Background: an optimization exercise with open tools, aiming at small area, a short achievable clock period and few clock cycles. Do not read the settings as production practice.
At most, simulation tests tie the RTL to the original design; equivalence was not proved.
Power figures rest on the tool's default switching activity, not on a simulated workload.

Design y_filter_top, start of the top module:
module y_filter_top
(
	input  logic  clock,
	input  logic  reset,
	input  logic  in_valid,
	output logic  in_ready,
	input  pix_pkg::beat_t in_data,
	input  logic  in_first,
	output logic  out_valid,
	input  logic  out_ready,
	output pix_pkg::beat_t out_data
);
	localparam int LANES = pix_pkg::LANES;
	localparam int PB    = pix_pkg::PIXEL_BITS;
	localparam int LB    = pix_pkg::LINE_BEATS;
	localparam int DEPTH = LB * pix_pkg::STORED_LINES - 2;    
	logic           adv;                                 
	logic           accept;
	pix_pkg::beat_t sr [DEPTH];                          
	logic [9:0]     g2 [LANES];                          
	logic [9:0]     u2 [LANES];                          
	logic [14:0]    p [LANES];                           
	pix_pkg::col_t  col;
	logic [2:0]     row;
	pix_pkg::beat_t res;
	assign adv      = !out_valid || out_ready;
	assign in_ready = adv;
	assign accept   = adv && in_valid;
	pix_pkg::col_t eff_col;
	logic [2:0]    eff_row;
	assign eff_col = in_first ? pix_pkg::col_t'(0) : col;
	assign eff_row = in_first ? 3'd0 : row;
	always_ff @(posedge clock) begin
		if (reset) begin
			col <= '0;
			row <= '0;
		end else if (accept) begin
			col <= eff_col + pix_pkg::col_t'(1);
			if (eff_col == pix_pkg::col_t'(LB - 1) && !eff_row[2]) begin
				row <= eff_row + 3'd1;
			end else begin
				row <= eff_row;
			end
		end
	end
	function automatic logic [23:0] csa(input logic [11:0] a, input logic [11:0] b, input logic [11:0] c);
		logic [11:0] sum;
		logic [11:0] maj;
		sum = a ^ b ^ c;
		maj = (a & b) | (a & c) | (b & c);
		csa = {maj[10:0], 1'b0, sum};
	endfunction
	always_ff @(posedge clock) begin
		if (accept) begin
			sr[0] <= in_data;
			for (int k = 1; k < DEPTH; k++) begin
				sr[k] <= sr[k-1];
			end
			for (int l = 0; l < LANES; l++) begin
				logic [23:0] cs;
				logic [11:0] t;
				logic [14:0] gx;
				logic [14:0] ps;
				logic [14:0] pc;
				cs     = csa(12'(sr[13][l*PB +: PB]), ~(12'(sr[9][l*PB +: PB])), ~(12'(sr[1][l*PB +: PB])));
				t      = cs[23:12] + cs[11:0];
				g2[l] <= t[9:0];
				cs     = csa(12'(sr[9][l*PB +: PB]), 12'(sr[1][l*PB +: PB]), {3'd0, sr[5][l*PB +: PB], 1'b0});
				t      = cs[23:12] + cs[11:0];
				u2[l] <= t[9:0];
  ...
Size: about 1700 cells after synthesis, about 28000 um^2 of cells after synthesis.
export LEC_CHECK = 0
export CAP_MARGIN = 20
export CORE_MARGIN = 2
export CORE_UTILIZATION = 40
export CTS_BUF_LIST = sky130_fd_sc_hd__clkbuf_16
export CTS_CLUSTER_DIAMETER = 60
export CTS_CLUSTER_SIZE = 24
export SETUP_SLACK_MARGIN = 2.9
export SLEW_MARGIN = 20
create_clock -name core_clock -period 5.5 [get_ports {clock}]
run.sh (not shown) runs the stock make flow with config.mk's settings and CLKGATE_MAP_FILE= SYNTH_SCRIPT=/design/flow/synth_recipe.tcl, a recipe that flattens the netlist after the stock synthesis.
Next try:
CTS_BUF_LIST = sky130_fd_sc_hd__clkbuf_8   (was sky130_fd_sc_hd__clkbuf_16)
CTS_CLUSTER_DIAMETER = not set   (was 60)
CTS_CLUSTER_SIZE = not set   (was 24)
Synthesized cell count is unchanged.
Global-route usage rises by 0.22 points.
Clock skew barely changes.
Area after synthesis stays the same.
Utilization goes down by 0.60 points.
Clock power decreases by about 3%.
Count of clock-buffer cells in the layout rose by 54.
Setup slack gains 0.041 ns.
Maximum frequency went up by 1.5%.
Function was not checked in any run of this note: the RTL went through the layout flow alone.


alpha:
Another version of the RTL of y_filter_top (not shown whole).
Size in the first run: roughly 2000 cells after synthesis, roughly 630 flip-flops, ~71 I/O pins, ~0.029 mm^2 of cells after synthesis.
==> flow/config.mk <==
export PLATFORM = sky130hd
export DESIGN_NAME = y_filter_top
export DESIGN_NICKNAME = y_filter_top
export VERILOG_FILES = /design/flow/design.v
export SDC_FILE = /design/flow/constraint.sdc
export NUM_CORES = 4
export LEC_CHECK = 0
export ABC_AREA = 1
export CAP_MARGIN = 20
export CORE_MARGIN = 2
export CORE_UTILIZATION = 40
export CTS_BUF_LIST = sky130_fd_sc_hd__clkbuf_8
export SETUP_SLACK_MARGIN = 2.9
export SLEW_MARGIN = 20
==> flow/constraint.sdc <==
create_clock -name core_clock -period 5.5 [get_ports {clock}]
set_input_delay 1.1000 -clock core_clock [delete_from_list [all_inputs] [get_ports {clock}]]
set_output_delay 1.1000 -clock core_clock [all_outputs]
set_load 0.01 [all_outputs]
Looking at the reports, alpha completed the entire flow and the layout it produced met the timing, design-rule and antenna checks.
Testbench counts of alpha, summed over its fixed seeds: cycles 3,080.
Inputs modified between alpha and beta:
- SETUP_SLACK_MARGIN now 3.2, was 2.9
- CORE_UTILIZATION now 55, was 40
Notes after the runs:
- Setup slack: beta more than alpha
- Compared with alpha, in beta die footprint down 27%; register fraction of the total cell area lower.
- Total number of cells along the worst setup path (higher): beta
- alpha ended up with met5 as its topmost layer with routed signal wires; beta ended up with met4.
- For alpha, the end point of the critical path was in_ready, unlike beta, where it was out_data[9].
- Of beta and alpha, the higher fraction of power consumed by combinational cells belongs to beta.
--- input diff beta..gamma ---
- SETUP_SLACK_MARGIN: 3.2 -> 2.9
- CORE_UTILIZATION: 55 -> 70
Findings:
- gamma against beta: total of fill cells in the finished design dropped 1537, fraction of final layout cells with drive strength greater than 1 fell by 11 points, final core utilization grew by 14 points, multi-input gate share of the layout cell area lower.
- Combinational power share, gamma and beta: smaller value in gamma
- gamma vs beta, fraction of standard cell area that is sequential went up by 2.4 points.
- Looking at the reports, gamma completed the entire flow and the layout it produced met the timing, design-rule and antenna checks.
- gamma vs beta: layout overhead on the synthesized area down
- In gamma relative to beta, power had gone down by a few percent.
- Cell area | gamma vs beta | gamma smaller
Edits applied to the flow inputs when going from gamma to delta:
- a deleted ABC_AREA that had been 1
- a change of CORE_UTILIZATION from 70 to 40
[summary]
Relative to gamma, the total clock buffers created by CTS of delta is higher by 10. In delta, the number of fillers in the final layout came out about 160% above the value in gamma. delta against gamma: multi-input combinational cell count went down by 246; setup slack went down by 0.38 ns; count of inverters not on the clock network in the layout went down by 147.

[port drivers added, routing unchanged]
The flow's constraints put no driver on any port. The routed layouts listed below were extracted and timed again, unchanged, in two steps. Step 1 (the two cells are an assumption about what drives the block):
set clk [get_ports {clock}]
set_driving_cell -lib_cell sky130_fd_sc_hd__clkbuf_16 $clk
set_driving_cell -lib_cell sky130_fd_sc_hd__buf_2 [delete_from_list [all_inputs] $clk]
Step 2 adds t to the input delays and takes it off the output delays; t is the mean of the earliest and latest rising clock arrival at the registers after step 1. Input paths then give back, and output paths get back, about the clock's delay inside the block. a / b / c = ideal ports / drivers / drivers and shift; a / b = the first two.
| run | t, ns | setup slack, ns | latest minus earliest clock arrival (ns) |
|---|---|---|---|
| the first run of note 1 | 0.649 | 2.680 / 2.695 / 2.073 | 0.028 / 0.028 |
| the second run of note 1 | 0.716 | 2.721 / 2.721 / 2.080 | 0.035 / 0.035 |
| alpha | 0.724 | 2.771 / 2.746 / 2.148 | 0.048 / 0.047 |
| beta | 0.718 | 2.872 / 2.890 / 2.172 | 0.032 / 0.031 |
| gamma | 0.701 | 2.838 / 2.863 / 2.162 | 0.028 / 0.028 |
| delta | 0.728 | 2.459 / 2.459 / 2.022 | 0.045 / 0.045 |
After both steps every run listed still meets setup and hold. For beta, which loses most, drivers alone change the setup slack by +0.018 ns; drivers and shift together by -0.700 ns.
